What follows belongs to an exercise in optimizing a design on an open flow for small area, a short achievable clock period and few clock cycles; a production flow would make more cautious choices. The RTL was checked by simulation tests, not by an equivalence proof against the original design. Power figures rest on the tool's default switching activity, not on a simulated workload.

Setup of red:
## smeTop
module smeTop
(
    input  logic       clk,
    input  logic       reset,
    input  logic [7:0] charData,
    input  logic       isString,
    input  logic       isPattern,
    output logic       valid,
    output logic       match,
    output logic [4:0] matchIndex
);
For scale: about 340 flip-flops, ~19 I/O pins.
clock: 7.0 ns
lec_check: 0
cap_margin: 20
core_margin: 2
core_utilization: 60
cts_buf_list: sky130_fd_sc_hd__clkbuf_4 sky130_fd_sc_hd__clkbuf_8
cts_cluster_diameter: 60
cts_cluster_size: 14
setup_slack_margin: 4.3
slew_margin: 20
run.sh (not shown) runs the stock make flow with config.mk's settings and CLKGATE_MAP_FILE= SYNTH_SCRIPT=/design/flow/synth_recipe.tcl, a recipe that flattens the netlist after the stock synthesis.
Testbench counts of red, summed over its fixed seeds: cycles 6,945.
Input-level comparison between blue and red:
# red
export LEC_CHECK = 0
export CAP_MARGIN = 20
export CORE_MARGIN = 2
export CORE_UTILIZATION = 60
export CTS_BUF_LIST = sky130_fd_sc_hd__clkbuf_4 sky130_fd_sc_hd__clkbuf_8
export CTS_CLUSTER_DIAMETER = 60
export CTS_CLUSTER_SIZE = 14
export SETUP_SLACK_MARGIN = 4.3
export SLEW_MARGIN = 20
create_clock -name core_clock -period 7.0 [get_ports {clk}]
# blue
export LEC_CHECK = 0
export CAP_MARGIN = 20
export CORE_MARGIN = 2
export CORE_UTILIZATION = 52
export CTS_BUF_LIST = sky130_fd_sc_hd__clkbuf_4 sky130_fd_sc_hd__clkbuf_8
export CTS_CLUSTER_DIAMETER = 60
export CTS_CLUSTER_SIZE = 14
export SETUP_SLACK_MARGIN = 4.4
export SLEW_MARGIN = 20
create_clock -name core_clock -period 7.0 [get_ports {clk}]
Looking at global-route usage across blue and red, the one that comes out higher is red. Against red, wire length per cell after detailed routing in blue rose by a few percent. | fmax | blue vs red | 3.0% higher |. Re aggregate routed wire length: blue is about 9% up on red.
Setup changes, blue to green
# blue
export LEC_CHECK = 0
export CAP_MARGIN = 20
export CORE_MARGIN = 2
export CORE_UTILIZATION = 52
export CTS_BUF_LIST = sky130_fd_sc_hd__clkbuf_4 sky130_fd_sc_hd__clkbuf_8
export CTS_CLUSTER_DIAMETER = 60
export CTS_CLUSTER_SIZE = 14
export SETUP_SLACK_MARGIN = 4.4
export SLEW_MARGIN = 20
create_clock -name core_clock -period 7.0 [get_ports {clk}]
# green
export LEC_CHECK = 0
export CAP_MARGIN = 20
export CORE_MARGIN = 2
export CORE_UTILIZATION = 60
export CTS_BUF_LIST = sky130_fd_sc_hd__clkbuf_4 sky130_fd_sc_hd__clkbuf_8
export CTS_CLUSTER_DIAMETER = 60
export CTS_CLUSTER_SIZE = 14
export PLACE_DENSITY = 0.68
export SETUP_SLACK_MARGIN = 4.4
export SLEW_MARGIN = 20
create_clock -name core_clock -period 7.0 [get_ports {clk}]
--- outcome ---
- Half-perimeter wire length of the detailed placement result on green is down relative to blue.
- In the reports for green and blue, the smaller area added between synthesis and finish belongs to green.
- Going from blue to green, length of routed met2 wiring shrinks by about 4%.
- | post-route cell area | higher: blue |
- Summary: worst slack after detailed placement, green better than blue
- Final cell count in green is 57 below blue.
- Relative to blue, the non-clock buffer count of green is lower by 8.6%.
- Taking blue over green, the post-cts sizing count ratio works out to 1.3.
- green vs blue: highest clock rate down in green
- Going from blue to green, register cell area after layout neither gained nor lost much, static power due to leakage now smaller.
Here is what was changed in the inputs of orange compared with green.
# green
export LEC_CHECK = 0
export CAP_MARGIN = 20
export CORE_MARGIN = 2
export CORE_UTILIZATION = 60
export CTS_BUF_LIST = sky130_fd_sc_hd__clkbuf_4 sky130_fd_sc_hd__clkbuf_8
export CTS_CLUSTER_DIAMETER = 60
export CTS_CLUSTER_SIZE = 14
export PLACE_DENSITY = 0.68
export SETUP_SLACK_MARGIN = 4.4
export SLEW_MARGIN = 20
create_clock -name core_clock -period 7.0 [get_ports {clk}]
# orange
export LEC_CHECK = 0
export CAP_MARGIN = 5
export CORE_MARGIN = 2
export CORE_UTILIZATION = 60
export CTS_BUF_LIST = sky130_fd_sc_hd__clkbuf_4 sky130_fd_sc_hd__clkbuf_8
export CTS_CLUSTER_DIAMETER = 60
export CTS_CLUSTER_SIZE = 14
export SETUP_SLACK_MARGIN = 4.4
export SLEW_MARGIN = 5
create_clock -name core_clock -period 7.0 [get_ports {clk}]
orange and green ended up with roughly the same switching share of power. green → orange: core utilization +0.33 points; width of the die ~0 delta; net count of the finished layout +0.36%; layout overhead on the synthesized area +0.54 points; final instance area +83 um^2. Type of the worst setup path = reg -> reg: green; type of the worst setup path = in -> reg: orange. From green to orange, synthesized cell count did not move at all. Worst hold slack across all endpoints: orange < green. Of orange and green, the higher global-route wire length before repair belongs to orange. orange ends up with a global-route usage that is 0.44 points higher than in green. The portion of total power attributed to combinational logic of orange exceeds that of green by 0.5 points.
Inputs modified between orange and purple:
# orange
export LEC_CHECK = 0
export CAP_MARGIN = 5
export CORE_MARGIN = 2
export CORE_UTILIZATION = 60
export CTS_BUF_LIST = sky130_fd_sc_hd__clkbuf_4 sky130_fd_sc_hd__clkbuf_8
export CTS_CLUSTER_DIAMETER = 60
export CTS_CLUSTER_SIZE = 14
export SETUP_SLACK_MARGIN = 4.4
export SLEW_MARGIN = 5
create_clock -name core_clock -period 7.0 [get_ports {clk}]
# purple
export LEC_CHECK = 0
export CAP_MARGIN = 20
export CORE_MARGIN = 2
export CORE_UTILIZATION = 60
export CTS_BUF_LIST = sky130_fd_sc_hd__clkbuf_4 sky130_fd_sc_hd__clkbuf_8
export CTS_CLUSTER_DIAMETER = 60
export CTS_CLUSTER_SIZE = 14
export SETUP_SLACK_MARGIN = 4.45
export SLEW_MARGIN = 20
create_clock -name core_clock -period 7.0 [get_ports {clk}]
Notes after the runs:
Design area went up slightly going from orange to purple.
From orange to purple the numbers moved as follows: number of slew-limit violations in the final report held, wire length after detailed routing went up 4.6%, non-filler instance count after layout went up 24, post-cts resize count went up 31.
purple vs orange, worst endpoint data arrival time went up by 0.04 ns.

-- port drivers added, routing unchanged --
Ports are ideal in the flow. The routed layouts listed here were re-timed in OpenROAD.
Step 1 assumes that a clkbuf_16 drives the clock port and a buf_2 every other input.
Step 2 times the ports against the registers' clock, not the clock port: input delays grow and output delays shrink by t, the midpoint of the rising clock arrivals with the driver on.
a / b / c = ideal ports / drivers / drivers and shift; a / b = the first two.
run	t (ns)	slack for setup (ns)	worst setup path after step 2	worst register clock-pin slew, ns
red	0.659	4.324 / 4.324 / 3.688	input to register	0.09 / 0.09
blue	0.659	4.403 / 4.378 / 3.802	input to register	0.11 / 0.11
green	0.661	4.354 / 4.354 / 3.738	input to register	0.09 / 0.09
orange	0.660	4.435 / 4.403 / 3.791	input to register	0.10 / 0.10
purple	0.669	4.388 / 4.388 / 3.742	input to register	0.10 / 0.10
After both steps setup and hold are still met in every run listed. The setup slack of purple, which loses most, moves by 0.000 ns with the drivers and by -0.646 ns with both steps.
